What follows belongs to an exercise in optimizing a design on an open flow for small area, a short achievable clock period and few clock cycles per item; a production flow would make more cautious choices.
Function was checked by simulation only, so behaviour that the tests miss may differ from the original.

==> flow/design.v, too long to show whole: its modules and the start of the top module <==
// module iir_hist_unit: 2510 lines
// module iir_mac_unit: 1930 lines
// module iir_biquad_sched: 272 lines
module iir_biquad_sched (
    input  logic               clk,
    input  logic               rst,
    input  logic               sample_valid,
    input  logic signed [15:0] din,
    output logic signed [15:0] dout,
    output logic               dout_valid,
    output logic               busy,
    output logic               overrun,
    input  logic               cfg_we,
    input  logic [5:0]         cfg_addr,
    input  logic [15:0]        cfg_wdata,
    output logic               cfg_err,
    input  logic               hist_clr
);
  // ...
==> flow/run.sh <==
#!/bin/bash
# synth_recipe.tcl (not shown) runs the flow's synth.tcl, then flattens the netlist and writes it again
# the make line also repeats each setting of config.mk as NAME=value (left out here)
make -C /OpenROAD-flow-scripts/flow DESIGN_CONFIG=/design/flow/config.mk WORK_HOME=/design/flow/orfs CLKGATE_MAP_FILE= SYNTH_SCRIPT=/design/flow/synth_recipe.tcl finish
==> flow/config.mk <==
export PLATFORM = sky130hd
export DESIGN_NAME = iir_biquad_sched
export DESIGN_NICKNAME = iir_biquad_sched
export VERILOG_FILES = /design/flow/design.v
export SDC_FILE = /design/flow/constraint.sdc
export NUM_CORES = 4
export LEC_CHECK = 0
export ABC_AREA = 1
export CAP_MARGIN = 20
export CORE_MARGIN = 2
export CORE_UTILIZATION = 40
export SETUP_SLACK_MARGIN = 5
export SLEW_MARGIN = 20
==> flow/constraint.sdc <==
create_clock -name core_clock -period 11.0 [get_ports {clk}]
set_input_delay 2.2000 -clock core_clock [delete_from_list [all_inputs] [get_ports {clk}]]
set_output_delay 2.2000 -clock core_clock [all_outputs]
set_load 0.01 [all_outputs]
==> out/metrics.csv, run 1 <==
metric,value,unit
synthTopCellsByArea,"edfxtp_1 30%, fa_1 20%, nand2_1 8.5%, xor2_1 7.1%, inv_1 5.8%",
ant_nets,0,
routedWlPerCell,25.71,microns
dpl_worst_slack,3.590,ns
path_class,flop to flop,
place_area,69620,sq um
synth_common_cells,"1,494 x nand2_1, 1,025 x inv_1, 656 x edfxtp_1",
async_flop_share,0.1032,
start_util,0.4019,
drtIter0Drc,6661,
clockBufferDepth,3,
hpwl,173700,microns
synth_xor_area_frac,0.07207,
period_share,0.5360,
clock_buffers,128,
antenna_cells,0,
grtUsageMet1,0.3709,
fp.dieArea,168500,sq um
worst_hold_slack,0.4057,ns
cp_num_buf_inv,4,
cp-startpoint,rs_q[21],
clockNetworkAreaShare,0.04196,
wl_met3,23290,microns
synthAdderAreaFrac,0.2144,
nWellTaps,2189,
insertion_delay,0.74,ns
synthFlopType,edfxtp_1,
top_layer,met4,
nonClockInverterCount,1075,
wl_met2,110300,microns
tns,0,ns
yosys.area.top_type_share,0.2981,
io_buffers,62,
status,timing/DRC/antenna clean,
Testbench counts, summed over its fixed seeds: cycles 6,424, items 1,600.
==> run 2, diff against run 1 <==
==> flow/flow/run.sh (new file) <==
#!/bin/bash
# Standard layout, with one step added after the standard synthesis:
# flow/invopt.py re-chooses the polarity of the full adders (and xor/xnor
# gates) of the synthesized netlist to drop the inverters between them, and
# flow/combeq.py checks on random vectors that the new netlist computes the
# same register inputs and outputs. Registers are left as synthesized.
set -euo pipefail
R=$PWD/orfs/results/sky130hd/iir_biquad_sched/base
bash standard.sh "$R/1_2_yosys.v" > synth.log 2>&1
cp "$R/1_2_yosys.v" yosys_standard.v
python3 flow/invopt.py yosys_standard.v yosys_invopt.v > invopt.log 2>&1
python3 flow/combeq.py yosys_standard.v yosys_invopt.v 16 > combeq.log 2>&1
grep -q 'equal$' combeq.log
cp yosys_invopt.v "$R/1_2_yosys.v"
touch "$R/1_2_yosys.v"
bash standard.sh finish SETUP_SLACK_MARGIN=6 > finish.log 2>&1
==> flow/flow/combeq.py (new file) <==
#!/usr/bin/env python3
"""Random-vector check that two mapped netlists compute the same register
inputs and outputs from the same register outputs and inputs."""
import re, sys, random, collections
LIB = '/OpenROAD-flow-scripts/flow/platforms/sky130hd/lib/sky130_fd_sc_hd__tt_025C_1v80.lib'
lib = open(LIB).read()
funcs = {}   # cell -> {outpin: pyexpr}
seq = set()
for m in re.finditer(r'\n\s*cell\s*\(\s*"?(\w+)"?\s*\)\s*\{', lib):
    name = m.group(1)
    end = lib.find('\n    cell (', m.end())
    body = lib[m.end(): end if end > 0 else len(lib)]
    if re.search(r'\bff\s*\(|\blatch\s*\(', body):
        seq.add(name)
        continue
    outs = {}
    for pm in re.finditer(r'pin\s*\(\s*"?(\w+)"?\s*\)\s*\{(.*?)\n\s{8}\}', body, re.S):
        fm = re.search(r'function\s*:\s*"([^"]*)"', pm.group(2))
        if fm and re.search(r'direction\s*:\s*"?output', pm.group(2)):
            e = fm.group(1)
            e = e.replace('!', ' ~').replace('&', ' & ').replace('|', ' | ').replace('^', ' ^ ')
            e = re.sub(r'(\w)\s+(?=[\w(~])', r'\1 & ', e)   # implicit AND by space
            e = re.sub(r'\)\s+(?=[\w(~])', ') & ', e)
            outs[pm.group(1)] = e
    funcs[name] = outs

def load(path):
    src = open(path).read()
    cells = []
    for m in re.finditer(r'^[ \t]*(sky130_fd_sc_hd__\w+)[ \t]+(\S+)[ \t]*\((.*?)\);', src, re.S | re.M):
        pins = {p: n.strip() for p, n in re.findall(r'\.(\w+)\(([^()]*)\)', m.group(3))}
        cells.append((m.group(1), m.group(2), pins))
    return cells

MASK = (1 << 64) - 1
def run(cells, init):
    val = dict(init)
    comb = []
    for (t, name, pins) in cells:
        if t in seq:
            continue
        comb.append((t, name, pins))
    # topological evaluation by repeated passes
    pending = comb
    while pending:
        nxt = []
        for (t, name, pins) in pending:
            fn = funcs[t]
            ins = {p: n for p, n in pins.items() if p not in fn}
            if all((n in val) or ("'" in n) for n in ins.values()):
                env = {}
                for p, n in ins.items():
                    if "'" in n:
                        env[p] = MASK if n.endswith('1') else 0
                    else:
                        env[p] = val[n]
                for op, e in fn.items():
                    if op in pins:
                        val[pins[op]] = eval(e, {}, env) & MASK
            else:
                nxt.append((t, name, pins))
        if len(nxt) == len(pending):
            raise SystemExit(f'loop or undriven: {nxt[:3]}')
        pending = nxt
    return val

a, b = load(sys.argv[1]), load(sys.argv[2])
# sources: register outputs and input ports (nets read but never driven)
def sources(cells):
    drv = set(); used = set()
    for (t, name, pins) in cells:
        for p, n in pins.items():
            if (t in seq and p in ('Q', 'Q_N')) or (t not in seq and p in funcs[t]):
                drv.add(n)
            else:
                used.add(n)
    return drv, used
da, ua = sources(a)
regq = set()
for (t, name, pins) in a:
    if t in seq:
        for p in ('Q', 'Q_N'):
            if p in pins: regq.add(pins[p])
inputs = (ua - da) | regq
inputs = {n for n in inputs if "'" not in n}
def regpins(cells):
    d = {}
    for (t, name, pins) in cells:
        if t in seq:
            for p, n in pins.items():
                if p not in ('Q', 'Q_N'): d[(name, p)] = n
    return d
ra, rb = regpins(a), regpins(b)
assert set(ra) == set(rb), 'register pins differ'
checks = set()
outs_re = re.search(r'module\s+\w+\s*\(([^)]*)\)', open(sys.argv[1]).read())
src = open(sys.argv[1]).read()
for m in re.finditer(r'^\s*output\s+(\[(\d+):(\d+)\]\s*)?(\w+)\s*;', src, re.M):
    if m.group(1):
        for i in range(int(m.group(3)), int(m.group(2)) + 1): checks.add(f'{m.group(4)}[{i}]')
    else:
        checks.add(m.group(4))
bad = 0
for rnd in range(int(sys.argv[3]) if len(sys.argv) > 3 else 8):
    init = {n: random.getrandbits(64) for n in inputs}
    va, vb = run(a, init), run(b, init)
    for n in checks:
        if n in va and va[n] != vb.get(n):
            bad += 1
            if bad < 5: print('differs:', n)
    for k in ra:
        x = va.get(ra[k], 0 if "'" in ra[k] else None) if "'" not in ra[k] else ra[k]
        y = vb.get(rb[k], 0 if "'" in rb[k] else None) if "'" not in rb[k] else rb[k]
        if "'" not in ra[k] and ra[k] not in va: x = init.get(ra[k])
        if "'" not in rb[k] and rb[k] not in vb: y = init.get(rb[k])
        if x != y:
            bad += 1
            if bad < 5: print('differs at', k, ra[k], rb[k])
print('checked', len(checks), 'outputs and', len(ra), 'register pins;', 'MISMATCH' if bad else 'equal')
==> flow/flow/invopt.py (new file) <==
#!/usr/bin/env python3
"""Choose the polarity of the full adders (and xor/xnor gates) of a mapped
sky130 netlist so as to need as few inverters as possible; rewrite it.

A full adder is self-dual, FA(~a, ~b, ~c) = (~s, ~co), so flipping one
complements its inputs and outputs; an xor2 swapped for an xnor2 (same
size) complements its output. Inverter chains are collapsed to (root net,
parity); each root net then needs one inverter when any of its loads wants
the complement of what its driver now produces. Simulated annealing picks
the flips. Registers and ports are never touched.

usage: invopt3.py in.v out.v
"""
import re, sys, math, random, collections

src = open(sys.argv[1]).read()
cell_re = re.compile(r'^[ \t]*(sky130_fd_sc_hd__\w+)[ \t]+(\S+)[ \t]*\((.*?)\);[ \t]*\n', re.S | re.M)
pin_re = re.compile(r'\.(\w+)\(([^()]*)\)')

cells = collections.OrderedDict()
first = last = None
for m in cell_re.finditer(src):
    if first is None:
        first = m.start()
    last = m.end()
    pins = collections.OrderedDict((p, n.strip()) for p, n in pin_re.findall(m.group(3)))
    cells[m.group(2)] = [m.group(1), pins]
mid = src[first:last]
assert mid.count(');') == len(cells), 'unexpected text between cells'
assert 'assign' not in src, 'assign statements not handled'

OUTS = {'X', 'Y', 'SUM', 'COUT', 'Q', 'Q_N', 'HI', 'LO'}
def isinv(t): return re.match(r'sky130_fd_sc_hd__(clk)?inv_\d+$', t) is not None
def isfa(t): return re.match(r'sky130_fd_sc_hd__fa_\d+$', t) is not None
XSWAP = {}
for s in ('1', '2', '4'):
    XSWAP[f'sky130_fd_sc_hd__xor2_{s}'] = f'sky130_fd_sc_hd__xnor2_{s}'
    XSWAP[f'sky130_fd_sc_hd__xnor2_{s}'] = f'sky130_fd_sc_hd__xor2_{s}'

ports = set()
for m in re.finditer(r'^\s*(input|output|inout)\b([^;]*);', src, re.M):
    for n in re.sub(r'\[[^\]]*\]', '', m.group(2)).split(','):
        if n.strip():
            ports.add(n.strip())
def isport(n):
    b = n.split('[')[0].strip()
    return b in ports or b.lstrip('\\') in ports
def isconst(n):
    return "'" in n

driver = {}
loads = collections.defaultdict(list)
for name, (t, pins) in cells.items():
    for p, n in pins.items():
        if p in OUTS:
            driver[n] = (name, p)
        else:
            loads[n].append((name, p))

def root_of(n):
    while n in driver and isinv(cells[driver[n][0]][0]):
        n = cells[driver[n][0]][1]['A']
    return n

def walk(root):
    out, invs, ok = [], [], True
    stack = [(root, 0)]
    while stack:
        n, par = stack.pop()
        if n != root and isport(n):
            ok = False
        for (c, p) in loads.get(n, []):
            if isinv(cells[c][0]):
                invs.append(c)
                stack.append((cells[c][1]['Y'], par ^ 1))
            else:
                out.append((c, p, par))
    return out, invs, ok

# variables: full adders (inputs and outputs) and xor/xnor (output only)
var = collections.OrderedDict()
for c, (t, pins) in cells.items():
    if isfa(t) or t in XSWAP:
        var[c] = len(var)
vin = lambda c: isfa(cells[c][0])   # flipping c complements its inputs

cand = set()
for c in var:
    t, pins = cells[c]
    for p, n in pins.items():
        if p in OUTS or vin(c):
            cand.add(root_of(n))
fixed = set()
roots = {}
for r in cand:
    if isconst(r):
        # constant inputs: keep the adder as it is
        for (c, p) in loads.get(r, []):
            if c in var: fixed.add(c)
        continue
    ld, invs, ok = walk(r)
    d = driver.get(r)
    if not ok or isport(r):
        if d and d[0] in var: fixed.add(d[0])
        for (c, p, par) in ld:
            if c in var and vin(c): fixed.add(c)
        continue
    roots[r] = (ld, invs)

f = [0] * len(var)
fixed_idx = {var[c] for c in fixed}
root_list = list(roots)
def drv_var(r):
    d = driver.get(r)
    return var[d[0]] if d and d[0] in var else None
rd = {r: drv_var(r) for r in root_list}
rl = {r: [(var[c] if (c in var and vin(c)) else None, par) for (c, p, par) in roots[r][0]] for r in root_list}
def cost(r):
    d = rd[r]
    fd = f[d] if d is not None else 0
    for (i, par) in rl[r]:
        if par ^ fd ^ (f[i] if i is not None else 0):
            return 1
    return 0
touch = collections.defaultdict(list)
for r in root_list:
    s = set()
    if rd[r] is not None: s.add(rd[r])
    for (i, par) in rl[r]:
        if i is not None: s.add(i)
    for i in s: touch[i].append(r)

before = sum(len(roots[r][1]) for r in root_list)
cur = {r: cost(r) for r in root_list}
total = sum(cur.values())
start = total
random.seed(1)
best, bestf = total, f[:]
free = [i for i in range(len(var)) if i not in fixed_idx and touch[i]]
N = 300000
for it in range(N):
    T = max(0.03, 0.8 * (1 - it / (0.8 * N)))
    i = random.choice(free)
    f[i] ^= 1
    newc = {r: cost(r) for r in touch[i]}
    delta = sum(newc[r] - cur[r] for r in newc)
    if delta <= 0 or random.random() < math.exp(-delta / T):
        cur.update(newc)
        total += delta
        if total < best:
            best, bestf = total, f[:]
    else:
        f[i] ^= 1
f = bestf
sys.stderr.write(f'inverters on the adder nets: {before} -> {best} (flips {sum(f)}, fixed {len(fixed)})\n')

# rewrite
for r in root_list:
    for c in roots[r][1]:
        del cells[c]
for c, i in var.items():
    if f[i] and cells[c][0] in XSWAP:
        cells[c][0] = XSWAP[cells[c][0]]
        # xor2 drives X, xnor2 drives Y
        old = cells[c][1]
        cells[c][1] = collections.OrderedDict(
            (('Y' if p == 'X' else 'X' if p == 'Y' else p), n) for p, n in old.items())
k = 0
newwires = []
for r in root_list:
    d = rd[r]
    fd = f[d] if d is not None else 0
    inv_net = None
    for (c, p, par) in roots[r][0]:
        fc = f[var[c]] if (c in var and vin(c)) else 0
        if par ^ fd ^ fc:
            if inv_net is None:
                k += 1
                inv_net = f'_invopt_n{k}_'
                newwires.append(inv_net)
                cells[f'_invopt_c{k}_'] = ['sky130_fd_sc_hd__inv_1',
                                           collections.OrderedDict([('A', r), ('Y', inv_net)])]
            cells[c][1][p] = inv_net
        else:
            cells[c][1][p] = r

def fmt(n):
    return n + ' ' if n.startswith('\\') else n
decl = ''.join(f'  wire {w};\n' for w in newwires)
body = ''.join(f'  {t} {name} (\n' + ',\n'.join(f'    .{p}({fmt(nn)})' for p, nn in pins.items()) + '\n  );\n'
               for name, (t, pins) in cells.items())
open(sys.argv[2], 'w').write(src[:first] + decl + body + src[last:])
==> flow/standard.sh (new file) <==
#!/bin/bash
# synth_recipe.tcl (not shown) runs the flow's synth.tcl, then flattens the netlist and writes it again
# the make line also repeats each setting of config.mk as NAME=value (left out here)
make -C /OpenROAD-flow-scripts/flow DESIGN_CONFIG=/design/flow/config.mk WORK_HOME=/design/flow/orfs CLKGATE_MAP_FILE= SYNTH_SCRIPT=/design/flow/synth_recipe.tcl "${@:-finish}"
removed: flow/run.sh
==> run 2 against run 1 <==
Effect of this change:
- clock-buffer cell count shrank 9
- critical path type is now input pin to flop
- die area shrank 3.0%
- synthesized cell count shrank 7.5%
- setup slack gained 0.12 ns
- clock skew grew 0.019 ns
- hold slack gained 0.011 ns
- flip-flop and latch count is the same
- utilization grew 3.8 points
- largest cell class unchanged
- synthesized area shrank 3.0%
- global-route usage grew 2.2 points
==> out/metrics.csv, run 2 <==
metric,value,unit,change
status,timing/DRC/antenna clean,,unchanged
finalHoldViolCount,0,,unchanged
clockBufferDepth,3,,unchanged
max_cap_viol_count,0,,unchanged
rsz0062_at_grt,true,,unchanged
worstMarginPinSlew,1.234,ns,was 1.160 ns
path_cells,clkdlybuf4s50_1 > nand2_1 > nand2_8 > nand2_4 > buf_4 > nand3_1 > nand2_2 > fa_1 > inv_2 > fa_2 > fa_2 > fa_1 > fa_1,,was a22o_1 > nor2_4 > inv_4 > o21ai_1 > nand2_1 > nand2_4 > o22ai_1 > xor2_1 > fa_1 > inv_1 > fa_1 > inv_1 > fa_1 > fa_1 > fa_1 > fa_1 > inv_1 > fa_1
wl,250300,microns,"was 242,200 microns"
cp-endpoint,sb_q[17],,was pb_q[15]
drc,0,,unchanged
io_buffers,62,,unchanged
path_class,input pin to flop,,was flop to flop
numCtsBuffers,90,,was 92
slew_headroom,0.1775,,was 0.2258
ant_nets,0,,unchanged
grt.total_usage,0.2990,,was 0.2770
cts_root_buf,clkbuf_16,,unchanged
ys_warn_count,1,,unchanged
clock_sinks,862,,unchanged
start_util,0.4039,,was 0.4019
end_kind,flop,,unchanged
r2r-start,sb_q[0],,was rs_q[21]
period_share,0.5253,,was 0.5360
insertion_delay,0.74,ns,about the same
grt_pass1_vias,52497,,"was 51,538"
crit_fanout,5,,was 17
routedWlPerCell,27.84,microns,was 25.71 microns
vias,53045,,"was 53,413"
syn_area,64110,sq um,"was 66,090 sq um"
grt_pass1_wl,356200,microns,"was 344,500 microns"
boundaryPins,63,,unchanged
place.gp.congestion,0.9766,,was 0.9348
drt_pass1_iterations,6,,was 7
slowest_delay,0.56,ns,was 0.54 ns
postCtsHoldBufs,0,,unchanged
fp.dieArea,163500,sq um,"was 168,500 sq um"
dieWidth,404.3,microns,was 410.5 microns
setup_viol,0,,unchanged
syn_inst,6532,,"was 7,059"
top_register,coef_q,,unchanged
fin_nets,7624,,"was 7,935"
fin_crit,5.779,ns,was 5.896 ns
tns,0,ns,unchanged
fp-row-count,146,,was 149
r2r_end,sb_q[20],,was pb_q[15]
final_cell_mix,"1,178 x nand2_1, 656 x edfxtp_1, 456 x inv_1, 434 x fa_1, 408 x o22ai_1",,"was 1,320 x nand2_1, 1,015 x inv_1, 656 x edfxtp_1, 637 x fa_1, 531 x xor2_1"
fmax,173.1,MHz,was 169.6 MHz
hold_class,flop to flop,,unchanged
post_drt_via_cell_ratio,5.900,,was 5.670
area_delta_synth_final,24.02,%,was 15.05%
h-tree-depth,3,,unchanged
largest_reg_flops,320,,unchanged
tritoncts,built,,unchanged
path_clk_slew,0.06,ns,about the same
fin_worst_skew,0.09153,ns,was 0.07301 ns
slowest_stage,fa_1,,unchanged
grt-ovfl-total,0,,unchanged
design.core.area,158700,sq um,"was 164,400 sq um"
arrival,6.34,ns,was 6.38 ns
start_kind,input pin,,was flop
crit_top_cell,fa_1,,unchanged
synth_fp_nets,7315,,"was 7,842"
reg2reg_slack,5.34,ns,was 5.10 ns
cp-startpoint,din[12],,was rs_q[21]
worst_ep_required_time,11.56,ns,was 11.48 ns
drv_slew,0,,unchanged
drive_above_1_share,0.2731,,was 0.1437
die_height,404.3,microns,was 410.5 microns
final_common_cell,nand2_1,,unchanged
reg2reg_depth,31,,was 18
avgSynthCellArea,9.815,sq um,was 9.362 sq um
hpwl,169800,microns,"was 173,700 microns"
grt_max_degree,73,,was 60
drtIter0Drc,5967,,"was 6,661"
grt_antenna_before_repair,12,,was 11
-- run 2: critical path, delay by kind of cell --
family	cells	cell delay [ns]
simple gates	5	1.11
buf+inv	3	0.73
fa+ha+maj	5	2.28
-- run 2: metal layers --
layer | wire length (microns) | track usage | up-vias
met4 | 17280 | 0.1597 | 6
met1 | 95330 | 0.3809 | 26532
met2 | 115000 | 0.4811 | 2905
li1 | - | - | 22820
met3 | 22630 | 0.05869 | 782
met5 | 32 | 0 | -
-- run 2: worst min-delay path by stage --
stage	startpoint	end	slack, ns	cells after the start
after CTS	y1_q[22]	y2_q[22]	0.42	0
after floorplan	cv_q[0]	cv_q[0]	0.42	2
after detailed placement	cv_q[0]	cv_q[0]	0.43	2
final	y1_q[22]	y2_q[22]	0.42	0
after global placement	cv_q[4]	cv_q[4]	0.43	2
after global routing	y1_q[22]	y2_q[22]	0.44	0
-- run 2: cell type report --
type / count / area, sq um
clock buffer: 119 / 2401
clock inverter: 48 / 501.7
sequential: 862 / 24370
multi-input combinational: 4780 / 42310
inverter: 548 / 2233
antenna: 2 / 5.005
timing repair buffer: 559 / 5097
tap: 2072 / 2592
fill: 14110 / 79240
-- run 2: timing repair --
item | in CTS | in global routing
pin swaps | 270 | 232
gates resized for setup | 801 | 495
buffers inserted | 260 | 93
endpoints found under the setup margin | 117 | 111
gates cloned | 18 | 8
-- run 2: through the flow --
stage / hold WS, ns / cells / cell area [sq um] / utilization / setup slack (ns)
after floorplan: 0.4163 / 6532 / 66540 / - / 5.603
after global routing: 0.4411 / 8988 / 79500 / 0.5008 / 5.144
after detailed placement: 0.4323 / 8442 / 68460 / 0.4312 / 4.293
after CTS: 0.4218 / 8887 / 76710 / 0.4832 / 5.307
final: 0.4170 / 8990 / 79510 / 0.5009 / 5.221
after global placement: 0.4259 / 8442 / 68470 / 0.4313 / 4.452
==> run 3, diff against run 2 <==
--- a/flow/config.mk
+++ b/flow/config.mk
@@ -8,6 +8,7 @@
 export ABC_AREA = 1
 export CAP_MARGIN = 20
 export CORE_MARGIN = 2
-export CORE_UTILIZATION = 40
+export CORE_UTILIZATION = 55
+export PLACE_DENSITY = 0.7
 export SETUP_SLACK_MARGIN = 5
 export SLEW_MARGIN = 20
==> run 3 against run 2 <==
Effect of this change:
- utilization up 19 points
- still clean on timing, DRC and antenna
- routed wire length down 5.5%
- die area down 27%
- maximum frequency down 0.50%
==> out/metrics.csv, run 3 <==
metric,value,unit,change
status,timing/DRC/antenna clean,,unchanged
setup_viol,0,,unchanged
path_clk_slew,0.07,ns,was 0.06 ns
worst_ep_required_time,11.57,ns,was 11.56 ns
routedWlPerCell,27.73,microns,was 27.84 microns
fmax,172.2,MHz,was 173.1 MHz
r2r-start,rs_q[22],,was sb_q[0]
h-tree-depth,3,,unchanged
avgSynthCellArea,9.815,sq um,unchanged
fp.dieArea,119300,sq um,"was 163,500 sq um"
fin_worst_skew,0.04874,ns,was 0.09153 ns
die_height,345.4,microns,was 404.3 microns
synth_fp_nets,7315,,unchanged
grt_pass1_wl,341200,microns,"was 356,200 microns"
slew_headroom,0.1744,,was 0.1775
drv_slew,0,,unchanged
cp-startpoint,din[9],,was din[12]
drtIter0Drc,7427,,"was 5,967"
place.gp.congestion,0.9823,,was 0.9766
period_share,0.5280,,was 0.5253
ant_nets,0,,unchanged
postCtsHoldBufs,0,,unchanged
syn_area,64110,sq um,unchanged
hold_class,flop to flop,,unchanged
whs_path_depth,0,,unchanged
fp-row-count,125,,was 146
area_delta_synth_final,24.28,%,was 24.02%
syn_inst,6532,,unchanged
crit_fanout,5,,unchanged
ys_warn_count,1,,unchanged
clock_sinks,862,,unchanged
numCtsBuffers,90,,unchanged
grt_max_degree,65,,was 73
grt.total_usage,0.3857,,was 0.2990
wl,236500,microns,"was 250,300 microns"
start_util,0.5532,,was 0.4039
arrival,6.38,ns,was 6.34 ns
tns,0,ns,unchanged
max_cap_viol_count,0,,unchanged
end_kind,flop,,unchanged
largest_reg_flops,320,,unchanged
cts_root_buf,clkbuf_16,,unchanged
io_buffers,62,,unchanged
boundaryPins,63,,unchanged
grt-ovfl-total,0,,unchanged
reg2reg_depth,17,,was 31
tritoncts,built,,unchanged
post_drt_via_cell_ratio,6.390,,was 5.900
grt_antenna_before_repair,2,,was 12
path_class,input pin to flop,,unchanged
drive_above_1_share,0.2758,,was 0.2731
fin_nets,7705,,"was 7,624"
dieWidth,345.4,microns,was 404.3 microns
rsz0062_at_grt,true,,unchanged
finalHoldViolCount,0,,unchanged
start_kind,input pin,,unchanged
final_common_cell,nand2_1,,unchanged
top_register,coef_q,,unchanged
design.core.area,115900,sq um,"was 158,700 sq um"
drc,0,,unchanged
worstMarginPinSlew,1.238,ns,was 1.234 ns
hp-start,y1_q[30],,was y1_q[22]
fin_crit,5.808,ns,was 5.779 ns
drt_pass1_iterations,7,,was 6
vias,54491,,"was 53,045"
insertion_delay,0.72,ns,was 0.74 ns
grt_pass1_vias,53298,,"was 52,497"
hpwl,159100,microns,"was 169,800 microns"
final_cell_mix,"1,230 x nand2_1, 656 x edfxtp_1, 464 x inv_1, 451 x buf_4, 394 x o22ai_1",,"was 1,178 x nand2_1, 656 x edfxtp_1, 456 x inv_1, 434 x fa_1, 408 x o22ai_1"
clockBufferDepth,3,,unchanged
-- run 3: layout make-up --
cell class / instances / area (sq um)
diodes: 5 / 12.51
clock buffers: 118 / 2479
clock inverters: 51 / 594.3
fillers: 8396 / 36210
inverters: 548 / 2245
multi-input cells: 4774 / 42010
flip-flops and latches: 862 / 24370
well taps: 1524 / 1907
repair buffers: 645 / 6061
repair inverters: 1 / 5.005
-- run 3: path summary, 6_finish.rpt --
path | end | slack, ns
setup / recovery | sb_q[20] | 5.19
hold / removal | y2_q[30] | 0.45
setup reg to reg | sb_q[18] | 5.24
hold reg to reg | y2_q[30] | 0.45
max in group asynchronous | fx1_q[3] | 8.34
min in group asynchronous | shr_q[16] | 1.47
-- run 3: routing by layer --
metal | wire length, microns | GRT usage
met5 | 23 | 0
met4 | 20980 | 0.2747
met3 | 26070 | 0.09246
met2 | 105500 | 0.5879
met1 | 83860 | 0.4854
-- run 3: timing repair --
item	4_1_cts	5_1_grt
endpoints found under the setup margin	156	139
setup buffers	392	65
resized for setup	826	398
pin swaps	329	194
cloned	20	2
-- run 3: worst max-delay path, stage by stage --
cell,delay (ns)
clkdlybuf4s50_1,0.49
nand2_1,0.51
nand2_8,0.37
nand2_4,0.08
nand2_1,0.11
nand2_1,0.07
nand2_2,0.09
fa_2,0.46
fa_2,0.56
inv_2,0.05
fa_2,0.37
fa_2,0.56
fa_2,0.44
-- run 3: per-stage QoR --
step                setup WS (ns)  area (sq um)  instances  hold WS, ns    util
global placement            4.171         67620       7873       0.4258  0.5835
finish                      5.192         79680       8528       0.4466  0.6875
detailed placement          4.138         67630       7873       0.4325  0.5835
CTS                         5.307         77480       8454       0.4459  0.6685
floorplan                   5.603         66540       6532       0.4163       -
global route                5.096         79670       8523       0.4517  0.6874
==> run 4, diff against run 3 <==
--- a/flow/flow/run.sh
+++ b/flow/flow/run.sh
@@ -13,4 +13,4 @@
 grep -q 'equal$' combeq.log
 cp yosys_invopt.v "$R/1_2_yosys.v"
 touch "$R/1_2_yosys.v"
-bash standard.sh finish SETUP_SLACK_MARGIN=6 > finish.log 2>&1
+bash standard.sh finish > finish.log 2>&1
--- a/flow/config.mk
+++ b/flow/config.mk
@@ -8,7 +8,7 @@
 export ABC_AREA = 1
 export CAP_MARGIN = 20
 export CORE_MARGIN = 2
-export CORE_UTILIZATION = 55
-export PLACE_DENSITY = 0.7
+export CORE_UTILIZATION = 40
 export SETUP_SLACK_MARGIN = 5
 export SLEW_MARGIN = 20
+export TNS_END_PERCENT = 5
==> run 4 against run 3 <==
Effect of this change:
- clock skew grew 0.012 ns
- via count shrank 7.3%
- setup slack got worse by 0.30 ns
- sequential share of layout area is 2.7 points higher
- clock-buffer cell count increased by 22
- first-iteration DRC count down 18%
- register-to-register slack worse by 0.35 ns
- design area decreased by 8.4%
==> out/metrics.csv, run 4 <==
metric,value,unit,change
status,timing/DRC/antenna clean,,unchanged
syn_area,64110,sq um,unchanged
vias,50529,,"was 54,491"
synth_fp_nets,7315,,unchanged
clock_sinks,862,,unchanged
start_kind,flop,,was input pin
seq_area,24310,sq um,"was 24,370 sq um"
drive_above_1_share,0.1396,,was 0.2758
path_clk_slew,0.06,ns,was 0.07 ns
worst_ep_required_time,11.45,ns,was 11.57 ns
crit_family,adder cells,,unchanged
h-tree-depth,3,,unchanged
hp-start,y1_q[1],,was y1_q[30]
fp-row-count,146,,was 125
wl,230500,microns,"was 236,500 microns"
avgSynthCellArea,9.815,sq um,unchanged
largest_reg_flops,320,,unchanged
grt_antenna_before_repair,5,,was 2
final_cell_mix,"1,348 x nand2_1, 656 x edfxtp_1, 647 x fa_1, 496 x inv_1, 482 x o22ai_1",,"was 1,230 x nand2_1, 656 x edfxtp_1, 464 x inv_1, 451 x buf_4, 394 x o22ai_1"
hpwl,167900,microns,"was 159,100 microns"
crit_top_cell,fa_1,,was fa_2
max_cap_viol_count,0,,unchanged
finalHoldViolCount,0,,unchanged
drv_slew,0,,unchanged
cp_num_buf_inv,3,,was 2
slowest_stage,fa_1,,was fa_2
design.core.area,158700,sq um,"was 115,900 sq um"
tns,0,ns,unchanged
wl_met2,102300,microns,"was 105,500 microns"
fin_worst_skew,0.06079,ns,was 0.04874 ns
top_register,coef_q,,unchanged
setup_viol,0,,unchanged
dieWidth,404.3,microns,was 345.4 microns
fmax,163.7,MHz,was 172.2 MHz
area_delta_synth_final,13.81,%,was 24.28%
slowest_delay,0.51,ns,was 0.56 ns
ys_warn_count,1,,unchanged
path_cells,a22o_1 > nor2_2 > buf_4 > clkinvlp_4 > o21ai_0 > nand2_2 > o22ai_1 > xor2_1 > fa_1 > fa_1 > fa_1 > fa_1 > fa_1 > fa_1 > fa_1 > inv_1,,was clkdlybuf4s50_1 > nand2_1 > nand2_8 > nand2_4 > nand2_1 > nand2_1 > nand2_2 > fa_2 > fa_2 > inv_2 > fa_2 > fa_2 > fa_2
fin_crit,6.109,ns,was 5.808 ns
fp.dieArea,163500,sq um,"was 119,300 sq um"
ant_nets,0,,unchanged
place.gp.congestion,0.9819,,was 0.9823
routedWlPerCell,26.43,microns,was 27.73 microns
clockBufferDepth,3,,unchanged
hold_class,flop to flop,,unchanged
start_util,0.4039,,was 0.5532
grt.total_usage,0.2719,,was 0.3857
boundaryPins,63,,unchanged
drtIter0Drc,6113,,"was 7,427"
drc,0,,unchanged
grt-ovfl-total,0,,unchanged
grt_max_degree,78,,was 65
path_class,flop to flop,,was input pin to flop
period_share,0.5553,,was 0.5280
die_height,404.3,microns,was 345.4 microns
top_layer,met5,,unchanged
insertion_delay,0.74,ns,was 0.72 ns
post_drt_via_cell_ratio,5.795,,was 6.390
wl_met1,97270,microns,"was 83,860 microns"
cts_root_buf,clkbuf_16,,unchanged
grt_pass1_vias,49279,,"was 53,298"
rsz0062_at_grt,true,,unchanged
syn_inst,6532,,unchanged
arrival,6.56,ns,was 6.38 ns
slew_headroom,0.2427,,was 0.1744
r2r-start,rs_q[21],,was rs_q[22]
multiInputGateArea,38370,sq um,"was 42,010 sq um"
io_buffers,62,,unchanged
final.fill_count,14676,,"was 8,396"
numCtsBuffers,94,,was 90
drt_pass1_iterations,6,,was 7
wl_met3,19720,microns,"was 26,070 microns"
final_common_cell,nand2_1,,unchanged
end_kind,flop,,unchanged
dpl_worst_slack,4.049,ns,was 4.138 ns
worstMarginPinSlew,1.134,ns,was 1.238 ns
worst_slack,4.891,ns,was 5.192 ns
grt_pass1_wl,328000,microns,"was 341,200 microns"
tritoncts,built,,unchanged
crit_fanout,17,,was 5
fin_nets,7350,,"was 7,705"
cp-startpoint,rs_q[21],,was din[9]
==> run 4: cell count changes in the layout (fill, tap and decap cells not counted), moves of 60 or more <==
| cell | before | now |
|---|---|---|
| fa_2 | 261 | 7 |
| nand2_1 | 1230 | 1348 |
| nand2_4 | 114 | 54 |
| o22ai_2 | 68 | 0 |
| o22ai_1 | 394 | 482 |
| buf_6 | 65 | 4 |
| fa_1 | 393 | 647 |
| buf_4 | 451 | 227 |
==> run 4: path summary, 6_finish.rpt <==
check / to / slack (ns) / depth (start not counted)
min in group asynchronous: cv_q[12] / 1.33 / 1
hold / removal: y2_q[1] / 0.44 / 0
hold reg to reg: y2_q[1] / 0.44 / 0
setup reg to reg: pb_q[20] / 4.89 / 16
max in group asynchronous: sel_q[0] / 8.66 / 3
setup / recovery: pb_q[20] / 4.89 / 16
==> run 4: stage by stage <==
stage                     utilization  hold slack [ns]  cell area (sq um)  std cells
after global placement         0.4248           0.4254              67430       8464
after detailed placement       0.4248           0.4310              67440       8464
final                          0.4596           0.4436              72960       8720
after CTS                      0.4486           0.4451              71210       8672
after global routing           0.4596           0.4542              72960       8719
after floorplan                     -           0.4163              64110       6532
==> run 4: what timing repair did <==
action	4_1_cts	5_1_grt
hold buffers	0	0
cloned	0	11
buffers inserted	32	35
pin swaps	9	66
resized for setup	136	317
endpoints found under the setup margin	90	66
==> run 4: final cells by class <==
type	instances	share of cell area
multi-input combinational	4766	0.5258
antenna	1	0.00003430
inverter	548	0.02932
clock buffer	140	0.03733
clock inverter	36	0.005607
tap	2072	0.03553
sequential	862	0.3332
timing repair buffer	295	0.03311
==> run 4: metal layers <==
| metal | vias to the layer above | track usage |
|---|---|---|
| li1 | 22243 | - |
| met2 | 2479 | 0.4174 |
| met4 | 4 | 0.1116 |
| met5 | - | 0 |
| met3 | 457 | 0.04138 |
| met1 | 25346 | 0.3850 |
==> run 5, diff against run 4 <==
--- a/flow/config.mk
+++ b/flow/config.mk
@@ -6,9 +6,8 @@
 export NUM_CORES = 4
 export LEC_CHECK = 0
 export ABC_AREA = 1
-export CAP_MARGIN = 20
+export CAP_MARGIN = 5
 export CORE_MARGIN = 2
 export CORE_UTILIZATION = 40
 export SETUP_SLACK_MARGIN = 5
-export SLEW_MARGIN = 20
-export TNS_END_PERCENT = 5
+export SLEW_MARGIN = 5
==> run 5 against run 4 <==
Effect of this change:
- critical path type is now flop to output pin
- still clean on timing, DRC and antenna
- setup slack better by 0.24 ns
- final cell count up 0.61%
- die area unchanged
- clock-buffer cell count down 13
- utilization up 0.58 points
==> out/metrics.csv, run 5 <==
metric,value,unit,change
fin_worst_skew,0.07552,ns,was 0.06079 ns
syn_inst,6532,,unchanged
start_util,0.4039,,unchanged
end_kind,output pin,,was flop
drv_slew,0,,unchanged
crit_fanout,4,,was 17
boundaryPins,63,,unchanged
cts_root_buf,clkbuf_16,,unchanged
vias,50929,,"was 50,529"
finalHoldViolCount,0,,unchanged
max_cap_viol_count,0,,unchanged
top_register,coef_q,,unchanged
insertion_delay,0.75,ns,was 0.74 ns
grt_pass1_wl,329200,microns,"was 328,000 microns"
io_buffers,62,,unchanged
period_share,0.5331,,was 0.5553
place.gp.congestion,0.9598,,was 0.9819
path_cells,ha_4 > fa_2 > nand2_2 > nand2_2 > and2_4 > nand2_2 > nand3_4 > nand2_2 > nand2_1 > nand2_1 > nand3_1 > nand3_1 > nand3_1 > nand3_1 > nand3_1 > nand2_1 > nand2_1 > nand2_4 > buf_4 > inv_1 > dlygate4sd2_1,,was a22o_1 > nor2_2 > buf_4 > clkinvlp_4 > o21ai_0 > nand2_2 > o22ai_1 > xor2_1 > fa_1 > fa_1 > fa_1 > fa_1 > fa_1 > fa_1 > fa_1 > inv_1
post_drt_via_cell_ratio,5.805,,was 5.795
final.fill_count,14663,,"was 14,676"
wl,231700,microns,"was 230,500 microns"
grt_pass1_vias,49195,,"was 49,279"
path_class,flop to output pin,,was flop to flop
tns,0,ns,unchanged
fmax,170.5,MHz,was 163.7 MHz
worst_slack,5.136,ns,was 4.891 ns
routedWlPerCell,26.42,microns,was 26.43 microns
drtIter0Drc,6053,,"was 6,113"
crit_top_cell,nand3_1,,was fa_1
fp-row-count,146,,unchanged
clockBufferDepth,3,,unchanged
final_cell_mix,"1,329 x nand2_1, 656 x edfxtp_1, 639 x fa_1, 494 x inv_1, 480 x o22ai_1",,"was 1,348 x nand2_1, 656 x edfxtp_1, 647 x fa_1, 496 x inv_1, 482 x o22ai_1"
largest_reg_flops,320,,unchanged
fin_nets,7402,,"was 7,350"
die_height,404.3,microns,unchanged
drive_above_1_share,0.1518,,was 0.1396
setup_viol,0,,unchanged
arrival,3.66,ns,was 6.56 ns
syn_area,64110,sq um,unchanged
hpwl,168000,microns,"was 167,900 microns"
grt-ovfl-total,0,,unchanged
path_clk_slew,0.06,ns,about the same
rsz0062_at_grt,true,,unchanged
crit_family,simple AND/OR/NAND/NOR gates,,was adder cells
ant_nets,0,,unchanged
reg2reg_slack,5.15,ns,was 4.89 ns
worstMarginPinSlew,1.183,ns,was 1.134 ns
final_util,0.4654,,was 0.4596
slew_headroom,0.2086,,was 0.2427
area_delta_synth_final,15.24,%,was 13.81%
dpl_worst_slack,4.052,ns,was 4.049 ns
hold_class,flop to flop,,unchanged
ys_warn_count,1,,unchanged
drt_pass1_iterations,8,,was 6
grt.total_usage,0.2738,,was 0.2719
final_common_cell,nand2_1,,unchanged
worst_ep_required_time,8.80,ns,was 11.45 ns
numCtsBuffers,93,,was 94
fin_crit,5.864,ns,was 6.109 ns
status,timing/DRC/antenna clean,,unchanged
fp.dieArea,163500,sq um,unchanged
grt_antenna_before_repair,2,,was 5
synth_fp_nets,7315,,unchanged
slowest_stage,fa_2,,was fa_1
postCtsHoldBufs,0,,unchanged
tritoncts,built,,unchanged
cp_num_buf_inv,3,,unchanged
grt_max_degree,60,,was 78
h-tree-depth,3,,unchanged
start_kind,flop,,unchanged
avgSynthCellArea,9.815,sq um,unchanged
worst_hold_slack,0.4189,ns,was 0.4436 ns
drc,0,,unchanged
clock_sinks,862,,unchanged
slowest_delay,0.36,ns,was 0.51 ns
dieWidth,404.3,microns,unchanged
design.core.area,158700,sq um,unchanged
-- run 5: per-layer routing --
layer  GRT usage  vias to the layer above  share of wire  wire length [microns]
met2      0.4178                     2655           0.44                 102700
li1            -                    22342              -                      -
met4      0.1057                        0          0.044                  10220
met3     0.04960                      450          0.097                  22450
met1      0.3873                    25482           0.42                  96420
met5           0                        -              0                      0
-- run 5: metrics by stage --
step,std cells,cell area (sq um)
2_1_floorplan,6532,64110
3_3_place_gp,8464,67430
3_5_place_dp,8464,67430
4_1_cts,8684,71830
5_1_grt,8772,73880
6_report,8773,73880
-- run 5: cell type report --
class | count | area (sq um) | share of cell area
Multi-Input combinational cell | 4771 | 38750 | 0.5245
Sequential cell | 862 | 24330 | 0.3293
Timing Repair Buffer | 343 | 2816 | 0.03812
Clock buffer | 127 | 2606 | 0.03528
Tap cell | 2072 | 2592 | 0.03509
Inverter | 548 | 2138 | 0.02894
Clock inverter | 49 | 648.1 | 0.008773
Antenna cell | 1 | 2.502 | 0.00003387
-- run 5: worst reg2reg max path, stage by stage, from the launching register on --
cell	delay [ns]
dfxtp_4	0.41
a22o_1	0.27
nor2_2	0.09
buf_4	0.26
inv_1	0.08
buf_4	0.23
o21ai_0	0.17
nand2_2	0.34
o22ai_1	0.33
xor2_1	0.20
fa_1	0.50
fa_1	0.44
fa_1	0.42
fa_1	0.46
fa_1	0.40
fa_1	0.46
fa_1	0.49
inv_1	0.04
-- run 5: worst paths after layout --
check                           cells after the start     from         to
worst min-delay path                                0  y1_q[6]    y2_q[6]
worst max-delay path                               21  sb_q[0]   dout[13]
min in group asynchronous                           1      rst    cv_q[5]
worst max register to register                     17  rs_q[3]   pb_q[20]
max in group asynchronous                           2      rst  overrun_q
worst min register to register                      0  y1_q[6]    y2_q[6]
-- run 5: repair_timing --
item / CTS / global route
setup buffers: 37 / 79
endpoints found under the hold margin: 0 / 0
cloned: 7 / 9
resized for setup: 234 / 322
pin swaps: 32 / 70
endpoints found under the setup margin: 91 / 57
==> run 6, diff against run 5 <==
--- a/flow/config.mk
+++ b/flow/config.mk
@@ -6,8 +6,9 @@
 export NUM_CORES = 4
 export LEC_CHECK = 0
 export ABC_AREA = 1
-export CAP_MARGIN = 5
+export CAP_MARGIN = 20
 export CORE_MARGIN = 2
 export CORE_UTILIZATION = 40
+export CTS_BUF_LIST = sky130_fd_sc_hd__clkbuf_4 sky130_fd_sc_hd__clkbuf_8
 export SETUP_SLACK_MARGIN = 5
-export SLEW_MARGIN = 5
+export SLEW_MARGIN = 20
==> run 6 against run 5 <==
Effect of this change:
- largest cell class unchanged
- clock skew up 0.0062 ns
- final cell count rose by 1.1%
- hold slack improved by 0.027 ns
- synthesized area stayed put
- design area fell by 0.21%
- non-clock buffer count shrank 7
- flip-flop and latch count unchanged
==> out/metrics.csv, run 6 <==
metric,value,unit,change
boundaryPins,63,,unchanged
area_delta_synth_final,15.00,%,was 15.24%
drv_slew,0,,unchanged
largest_reg_flops,320,,unchanged
setup_viol,0,,unchanged
ys_warn_count,1,,unchanged
grt_pass1_wl,328900,microns,"was 329,200 microns"
final_cell_mix,"1,324 x nand2_1, 656 x edfxtp_1, 639 x fa_1, 489 x inv_1, 480 x o22ai_1",,"was 1,329 x nand2_1, 656 x edfxtp_1, 639 x fa_1, 494 x inv_1, 480 x o22ai_1"
seq_area,24320,sq um,"was 24,330 sq um"
final.fill_count,14876,,"was 14,663"
grt_max_degree,78,,was 60
top_register,coef_q,,unchanged
max_cap_viol_count,0,,unchanged
path_class,flop to output pin,,unchanged
die_height,404.3,microns,unchanged
cp_num_buf_inv,2,,was 3
h-tree-depth,4,,was 3
status,timing/DRC/antenna clean,,unchanged
end_kind,output pin,,unchanged
fp-row-count,146,,unchanged
crit_fanout,4,,unchanged
drt_pass1_iterations,10,,was 8
design.core.area,158700,sq um,unchanged
place.gp.congestion,0.9729,,was 0.9598
crit_family,simple AND/OR/NAND/NOR gates,,unchanged
clockBufferDepth,3,,unchanged
worstMarginPinSlew,1.197,ns,was 1.183 ns
hpwl,167200,microns,"was 168,000 microns"
synth_fp_nets,7315,,unchanged
finalHoldViolCount,0,,unchanged
multiInputGateArea,38750,sq um,about the same
clock_sinks,862,,unchanged
drive_above_1_share,0.1687,,was 0.1518
path_clk_slew,0.06,ns,about the same
grt.total_usage,0.2723,,was 0.2738
worst_hold_slack,0.4459,ns,was 0.4189 ns
start_util,0.4039,,unchanged
numCtsBuffers,150,,was 93
grt_pass1_vias,49594,,"was 49,195"
slew_headroom,0.1992,,was 0.2086
final_cell_count_no_fill,8866,,"was 8,773"
fin_worst_skew,0.08170,ns,was 0.07552 ns
place_inst,8467,,"was 8,464"
vias,51272,,"was 50,929"
fmax,169.2,MHz,was 170.5 MHz
start_kind,flop,,unchanged
hold_class,flop to flop,,unchanged
worst_ep_required_time,8.80,ns,about the same
drtIter0Drc,6142,,"was 6,053"
wl,231700,microns,about the same
grt_antenna_before_repair,5,,was 2
fin_nets,7449,,"was 7,402"
syn_inst,6532,,unchanged
drc,0,,unchanged
fp.dieArea,163500,sq um,unchanged
slowest_stage,fa_2,,unchanged
dpl_worst_slack,4.140,ns,was 4.052 ns
insertion_delay,0.93,ns,was 0.75 ns
cts_root_buf,clkbuf_8,,was clkbuf_16
postCtsHoldBufs,0,,unchanged
arrival,3.71,ns,was 3.66 ns
grt-ovfl-total,0,,unchanged
tns,0,ns,unchanged
period_share,0.5373,,was 0.5331
fin_crit,5.910,ns,was 5.864 ns
routedWlPerCell,26.13,microns,was 26.42 microns
syn_area,64110,sq um,unchanged
avgSynthCellArea,9.815,sq um,unchanged
dieWidth,404.3,microns,unchanged
rsz0062_at_grt,true,,unchanged
slowest_delay,0.41,ns,was 0.36 ns
final_common_cell,nand2_1,,unchanged
path_cells,ha_4 > fa_2 > nand2_2 > nand2_2 > nand3_2 > nand2_4 > nand2_1 > nand4_1 > nand2_2 > nand2_1 > nand3_2 > nand3_2 > nand2_1 > nand2_1 > nand3_1 > nand2_2 > nand3_4 > inv_1 > dlygate4sd2_1,,was ha_4 > fa_2 > nand2_2 > nand2_2 > and2_4 > nand2_2 > nand3_4 > nand2_2 > nand2_1 > nand2_1 > nand3_1 > nand3_1 > nand3_1 > nand3_1 > nand3_1 > nand2_1 > nand2_1 > nand2_4 > buf_4 > inv_1 > dlygate4sd2_1
worst_slack,5.090,ns,was 5.136 ns
io_buffers,62,,unchanged
tritoncts,built,,unchanged
post_drt_via_cell_ratio,5.783,,was 5.805
ant_nets,0,,unchanged
## run 6: area by class of cell
cell class,instances,share of cell area
clock buffers,209,0.03520
diodes,5,0.0001697
flip-flops and latches,862,0.3299
inverters,548,0.02914
well taps,2072,0.03516
multi-input cells,4768,0.5256
repair buffers,336,0.03725
clock inverters,66,0.007586
## run 6: worst reg2reg max path: cells and delay by family (launching register included)
family | cells | cell delay, ns
fa+ha+maj | 7 | 2.82
flops | 1 | 0.33
buf+inv | 2 | 0.28
simple gates | 20 | 2.32
## run 6: worst paths after layout
check / from / end / slack, ns / cells past startpoint
worst max-delay path: sa_q[0] / dout[2] / 5.09 / 19
worst min-delay path: y1_q[28] / y2_q[28] / 0.45 / 0
worst max register to register: sa_q[0] / sb_q[14] / 5.10 / 29
worst min register to register: y1_q[28] / y2_q[28] / 0.45 / 0
max in group asynchronous: rst / shl_q[0] / 8.81 / 2
min in group asynchronous: rst / cv_q[3] / 1.17 / 1
## run 6: layer usage
layer / GRT usage / part of all wire / vias up / wire length [microns]
li1: - / - / 22488 / -
met1: 0.3818 / 0.41 / 25686 / 95470
met2: 0.4167 / 0.45 / 2639 / 103900
met3: 0.05343 / 0.098 / 459 / 22600
met4: 0.1039 / 0.042 / 0 / 9710
met5: 0 / 0 / - / 0
## run 6: metrics by stage
step | instance area [sq um] | utilization
after CTS | 71810 | 0.4523
after detailed placement | 67460 | 0.4249
after global routing | 73720 | 0.4644
after global placement | 67460 | 0.4249
after floorplan | 64110 | -
final | 73730 | 0.4644
## run 6: repair_timing
| action | 4_1_cts | 5_1_grt |
|---|---|---|
| gates resized for setup | 277 | 314 |
| gates cloned | 0 | 13 |
| setup endpoints to repair | 88 | 56 |
| pin swaps | 46 | 80 |
| buffers inserted | 46 | 60 |
| hold endpoints to repair | 0 | 0 |
==> run 7, diff against run 6 <==
--- a/flow/config.mk
+++ b/flow/config.mk
@@ -9,6 +9,5 @@
 export CAP_MARGIN = 20
 export CORE_MARGIN = 2
 export CORE_UTILIZATION = 40
-export CTS_BUF_LIST = sky130_fd_sc_hd__clkbuf_4 sky130_fd_sc_hd__clkbuf_8
 export SETUP_SLACK_MARGIN = 5
 export SLEW_MARGIN = 20
==> run 7 against run 6 <==
Effect of this change:
- non-clock buffer count decreased by 9
- maximum frequency decreased by 0.47%
- flip-flop and latch count unchanged
- synthesized cell count unchanged
- via count decreased by 1.0%
- global-route usage decreased by 0.25 points
- register-to-register slack got worse by 0.04 ns
- sequential share of layout area about the same
- hold slack got worse by 0.021 ns
==> out/metrics.csv, run 7 <==
metric,value,unit,change
max_cap_viol_count,0,,unchanged
grt_pass1_vias,49013,,"was 49,594"
clockBufferDepth,3,,unchanged
tritoncts,built,,unchanged
insertion_delay,0.75,ns,was 0.93 ns
worst_slack,5.062,ns,was 5.090 ns
status,timing/DRC/antenna clean,,unchanged
setup_viol,0,,unchanged
postCtsHoldBufs,0,,unchanged
fin_worst_skew,0.08806,ns,was 0.08170 ns
top_register,coef_q,,unchanged
grt_antenna_before_repair,5,,unchanged
avgSynthCellArea,9.815,sq um,unchanged
final_common_cell,nand2_1,,unchanged
path_class,flop to flop,,was flop to output pin
tns,0,ns,unchanged
fp.dieArea,163500,sq um,unchanged
numCtsBuffers,94,,was 150
arrival,6.55,ns,was 3.71 ns
finalHoldViolCount,0,,unchanged
fp-row-count,146,,unchanged
start_kind,flop,,unchanged
worstMarginPinSlew,1.166,ns,was 1.197 ns
fmax,168.4,MHz,was 169.2 MHz
place.gp.congestion,0.9761,,was 0.9729
syn_area,64110,sq um,unchanged
crit_top_cell,nand2_1,,
drv_slew,0,,unchanged
h-tree-depth,3,,was 4
grt_max_degree,78,,unchanged
hp-start,x1_q[25],,was y1_q[28]
worst_ep_required_time,11.61,ns,was 8.80 ns
post_drt_via_cell_ratio,5.797,,was 5.783
ant_nets,0,,unchanged
die_height,404.3,microns,unchanged
grt_pass1_wl,326200,microns,"was 328,900 microns"
boundaryPins,63,,unchanged
clock_sinks,862,,unchanged
final_cell_mix,"1,327 x nand2_1, 656 x edfxtp_1, 635 x fa_1, 491 x inv_1, 482 x o22ai_1",,"was 1,324 x nand2_1, 656 x edfxtp_1, 639 x fa_1, 489 x inv_1, 480 x o22ai_1"
place_area,67440,sq um,"was 67,460 sq um"
drive_above_1_share,0.1495,,was 0.1687
drc,0,,unchanged
rsz0062_at_grt,true,,unchanged
grt.total_usage,0.2699,,was 0.2723
end_kind,flop,,was output pin
crit_fanout,11,,was 4
ys_warn_count,1,,unchanged
dpl_worst_slack,4.037,ns,was 4.140 ns
slowest_delay,0.55,ns,was 0.41 ns
area_delta_synth_final,14.88,%,was 15.00%
synth_fp_nets,7315,,unchanged
design.core.area,158700,sq um,unchanged
period_share,0.5398,,was 0.5373
final_util,0.4639,,was 0.4644
cts_root_buf,clkbuf_16,,was clkbuf_8
fin_nets,7385,,"was 7,449"
fin_area,73650,sq um,"was 73,730 sq um"
slowest_stage,fa_1,,was fa_2
grt-ovfl-total,0,,unchanged
routedWlPerCell,26.21,microns,was 26.13 microns
wl,229500,microns,"was 231,700 microns"
vias,50754,,"was 51,272"
dieWidth,404.3,microns,unchanged
cp-startpoint,sb_q[20],,was sa_q[0]
fin_crit,5.938,ns,was 5.910 ns
drt_pass1_iterations,8,,was 10
r2r-start,sb_q[20],,was sa_q[0]
hpwl,166900,microns,"was 167,200 microns"
io_buffers,62,,unchanged
drtIter0Drc,5464,,"was 6,142"
start_util,0.4039,,unchanged
syn_inst,6532,,unchanged
hold_class,flop to flop,,unchanged
path_clk_slew,0.06,ns,about the same
slew_headroom,0.2177,,was 0.1992
largest_reg_flops,320,,unchanged
## run 7: per-layer routing
layer	GRT usage	up-vias	share of wire
met3	0.04889	517	0.090
met2	0.4099	2500	0.44
li1	-	22319	-
met4	0.1170	6	0.050
met1	0.3781	25412	0.42
met5	0	-	0.00061
## run 7: metrics by stage
stage          cells  hold slack (ns)
2_1_floorplan   6532           0.4163
5_1_grt         8753           0.4158
3_5_place_dp    8464           0.4323
6_report        8755           0.4247
3_3_place_gp    8464           0.4261
4_1_cts         8679           0.4092
## run 7: area by class of cell
class | instances | area (sq um)
antenna | 2 | 5.005
clock buffer | 126 | 2635
clock inverter | 49 | 686.9
fill | 14717 | 85100
inverter | 548 | 2156
multi-input combinational | 4768 | 38520
sequential | 862 | 24310
tap | 2072 | 2592
timing repair buffer | 327 | 2736
timing repair inverter | 1 | 5.005
## run 7: path summary, 6_finish.rpt
kind	endpoint	slack, ns	cells after the start
hold reg to reg	x2_q[25]	0.42	0
max in group asynchronous	sel_q[0]	8.66	3
setup reg to reg	sb_q[20]	5.06	30
setup / recovery	sb_q[20]	5.06	30
min in group asynchronous	cv_q[13]	1.34	1
hold / removal	x2_q[25]	0.42	0
## run 7: repair_timing
| item | CTS | global route |
|---|---|---|
| gates resized for setup | 205 | 316 |
| setup buffers | 39 | 60 |
| endpoints found under the hold margin | 0 | 0 |
| pin swaps | 24 | 57 |
| cloned | 1 | 13 |
| setup endpoints to repair | 94 | 52 |
## run 7: worst max-delay path: cells and delay by family, from the launching register on
family	cells	cell delay, ns
fa+ha+maj	6	2.85
simple gates	23	2.58
flops	1	0.32
buf+inv	1	0.05
==> run 8, diff against run 7 <==
--- a/flow/config.mk
+++ b/flow/config.mk
@@ -9,5 +9,7 @@
 export CAP_MARGIN = 20
 export CORE_MARGIN = 2
 export CORE_UTILIZATION = 40
+export CTS_BUF_LIST = sky130_fd_sc_hd__clkbuf_2 sky130_fd_sc_hd__clkbuf_4
+export CTS_CLUSTER_SIZE = 20
 export SETUP_SLACK_MARGIN = 5
 export SLEW_MARGIN = 20
==> run 8 against run 7 <==
Effect of this change:
- first-iteration DRC count rose by 2.7%
- global-route usage is 0.23 points higher
- still clean
- utilization hardly changed
- largest cell class unchanged
==> out/metrics.csv, run 8 <==
metric,value,unit,change
crit_top_cell,nand2_4,,was nand2_1
end_kind,output pin,,was flop
design.core.area,158700,sq um,unchanged
synth_fp_nets,7315,,unchanged
fin_crit,6.105,ns,was 5.938 ns
top_register,coef_q,,unchanged
cts_root_buf,clkbuf_4,,was clkbuf_16
drc,0,,unchanged
wl_met1,93060,microns,"was 95,410 microns"
avgSynthCellArea,9.815,sq um,unchanged
whs_path_depth,0,,unchanged
period_share,0.5550,,was 0.5398
worst_ep_required_time,8.80,ns,was 11.61 ns
drv_slew,0,,unchanged
io_buffers,62,,unchanged
boundaryPins,63,,unchanged
grt_antenna_before_repair,5,,unchanged
arrival,3.91,ns,was 6.55 ns
syn_area,64110,sq um,unchanged
ys_warn_count,1,,unchanged
insertion_delay,1.28,ns,was 0.75 ns
hpwl,165700,microns,"was 166,900 microns"
place.gp.congestion,0.9726,,was 0.9761
reg2reg_depth,30,,unchanged
dieWidth,404.3,microns,unchanged
top_layer,met4,,was met5
syn_inst,6532,,unchanged
slew_headroom,0.2056,,was 0.2177
grt-ovfl-total,0,,unchanged
fmax,163.8,MHz,was 168.4 MHz
fp-row-count,146,,unchanged
slowest_delay,0.37,ns,was 0.55 ns
path_class,flop to output pin,,was flop to flop
wl_met3,21200,microns,"was 20,720 microns"
drtIter0Drc,5610,,"was 5,464"
worst_hold_slack,0.4301,ns,was 0.4247 ns
fin_worst_skew,0.1186,ns,was 0.08806 ns
grt_pass1_wl,329200,microns,"was 326,200 microns"
clock_sinks,862,,unchanged
path_cells,ha_4 > fa_2 > nand2_2 > nand2_4 > and2_4 > nand2_4 > nand3_4 > nand2_4 > nand2_4 > nand2_4 > nand3_2 > nand3_2 > nand3_4 > buf_6 > nand3_2 > nand2_2 > a21boi_4 > nand2_2 > inv_2 > buf_6,,
post_drt_via_cell_ratio,5.732,,was 5.797
wl,225400,microns,"was 229,500 microns"
rsz0062_at_grt,true,,unchanged
worstMarginPinSlew,1.188,ns,was 1.166 ns
drive_above_1_share,0.1919,,was 0.1495
slowest_stage,fa_2,,was fa_1
path_clk_slew,0.08,ns,was 0.06 ns
numCtsBuffers,223,,was 94
crit_cells,20,,was 30
max_cap_viol_count,0,,unchanged
vias,51614,,"was 50,754"
h-tree-depth,4,,was 3
grt_pass1_vias,50243,,"was 49,013"
area_delta_synth_final,14.89,%,was 14.88%
status,timing/DRC/antenna clean,,unchanged
start_kind,flop,,unchanged
grt.total_usage,0.2721,,was 0.2699
largest_reg_flops,320,,unchanged
grt_max_degree,78,,unchanged
ant_nets,0,,unchanged
start_util,0.4039,,unchanged
setup_viol,0,,unchanged
routedWlPerCell,25.03,microns,was 26.21 microns
cp_num_buf_inv,3,,was 1
clockBufferDepth,3,,unchanged
final_common_cell,nand2_1,,unchanged
crit_fanout,3,,was 11
final_cell_mix,"1,321 x nand2_1, 656 x edfxtp_1, 632 x fa_1, 490 x inv_1, 482 x o22ai_1",,"was 1,327 x nand2_1, 656 x edfxtp_1, 635 x fa_1, 491 x inv_1, 482 x o22ai_1"
fp.dieArea,163500,sq um,unchanged
finalHoldViolCount,0,,unchanged
tritoncts,built,,unchanged
wl_met2,101300,microns,"was 101,700 microns"
tns,0,ns,unchanged
drt_pass1_iterations,6,,was 8
crit_family,simple AND/OR/NAND/NOR gates,,was adder cells
hold_class,flop to flop,,unchanged
fin_nets,7515,,"was 7,385"
die_height,404.3,microns,unchanged
run 8: changes by cell type in the layout (fill, tap and decap cells not counted), sizes merged:
cell           delta
buf              +20
bufinv           -10
clkbuf          +238
clkdlybuf4s50     +1
clkinv           +18
clkinvlp          -7
diode             +5
dlygate4sd2      -13
dlymetal6s2s      -3
inv               +9
nand2             -9
run 8: worst paths after layout:
| path | start | to | slack [ns] |
|---|---|---|---|
| min in group asynchronous | rst | cv_q[18] | 0.83 |
| setup reg to reg | sa_q[30] | sb_q[20] | 4.93 |
| hold reg to reg | y1_q[12] | y2_q[12] | 0.43 |
| setup / recovery | sa_q[0] | dout[4] | 4.89 |
| max in group asynchronous | rst | sel_q[0] | 9.13 |
| hold / removal | y1_q[12] | y2_q[12] | 0.43 |
run 8: what timing repair did:
item | CTS | global route
pin swaps | 87 | 82
endpoints found under the setup margin | 90 | 67
gates resized for setup | 412 | 241
buffers inserted | 60 | 43
hold buffers | 0 | 0
cloned | 2 | 2
run 8: routing by layer:
layer,vias to the layer above,GRT usage
li1,22734,-
met4,0,0.1164
met5,-,0
met2,2712,0.4131
met1,25705,0.3792
met3,463,0.05387
run 8: through the flow:
step	cells	instance area (sq um)	worst slack, ns	utilization
after floorplan	6532	64110	4.888	-
after global placement	8471	67480	4.081	0.4251
after detailed placement	8471	67490	4.048	0.4251
after CTS	8951	72360	4.702	0.4558
after global routing	9002	73650	4.704	0.4639
final	9004	73650	4.895	0.4640
run 8: layout make-up:
cell class,instances,area (sq um)
fill,14869,85090
multi-input combinational,4759,38790
sequential,862,24340
timing repair buffer,338,2724
clock buffer,358,2688
tap,2072,2592
inverter,548,2138
clock inverter,60,365.4
antenna,7,17.52

==> separate check: timing with driven ports <==
The flow's constraints put no driver on any port. The routed layouts listed below were extracted and timed again, unchanged, in two steps. Step 1 sets driving cells, clkbuf_16 on the clock port and buf_2 on the other inputs (assumed; they add their load-dependent delay and slew). Step 2 also shifts input and output timing later by t, the mid clock arrival at the registers, as if the neighbouring blocks saw the same clock. a / b / c = ideal / step 1 / step 2; a / b = the first two.
| run | shift t [ns] | setup slack, ns | worst setup path at the end | slew at the worst register clock pin (ns) |
|---|---|---|---|---|
| run 1 | 0.789 | 5.104 / 5.036 / 4.704 | input to register | 0.07 / 0.07 |
| run 2 | 0.766 | 5.221 / 5.262 / 4.499 | input to register | 0.07 / 0.07 |
| run 3 | 0.778 | 5.192 / 5.224 / 4.472 | input to register | 0.07 / 0.07 |
| run 4 | 0.793 | 4.891 / 4.876 / 4.594 | input to register | 0.07 / 0.07 |
| run 5 | 0.788 | 5.136 / 5.055 / 4.567 | input to register | 0.08 / 0.08 |
| run 6 | 0.968 | 5.090 / 5.016 / 4.584 | input to register | 0.07 / 0.07 |
| run 7 | 0.791 | 5.062 / 5.043 / 4.582 | input to register | 0.07 / 0.07 |
| run 8 | 1.292 | 4.895 / 4.822 / 4.614 | input to register | 0.09 / 0.09 |
After both steps every run listed still meets setup and hold. For run 2, which loses most, drivers alone change the setup slack by +0.041 ns; drivers and shift together by -0.722 ns.
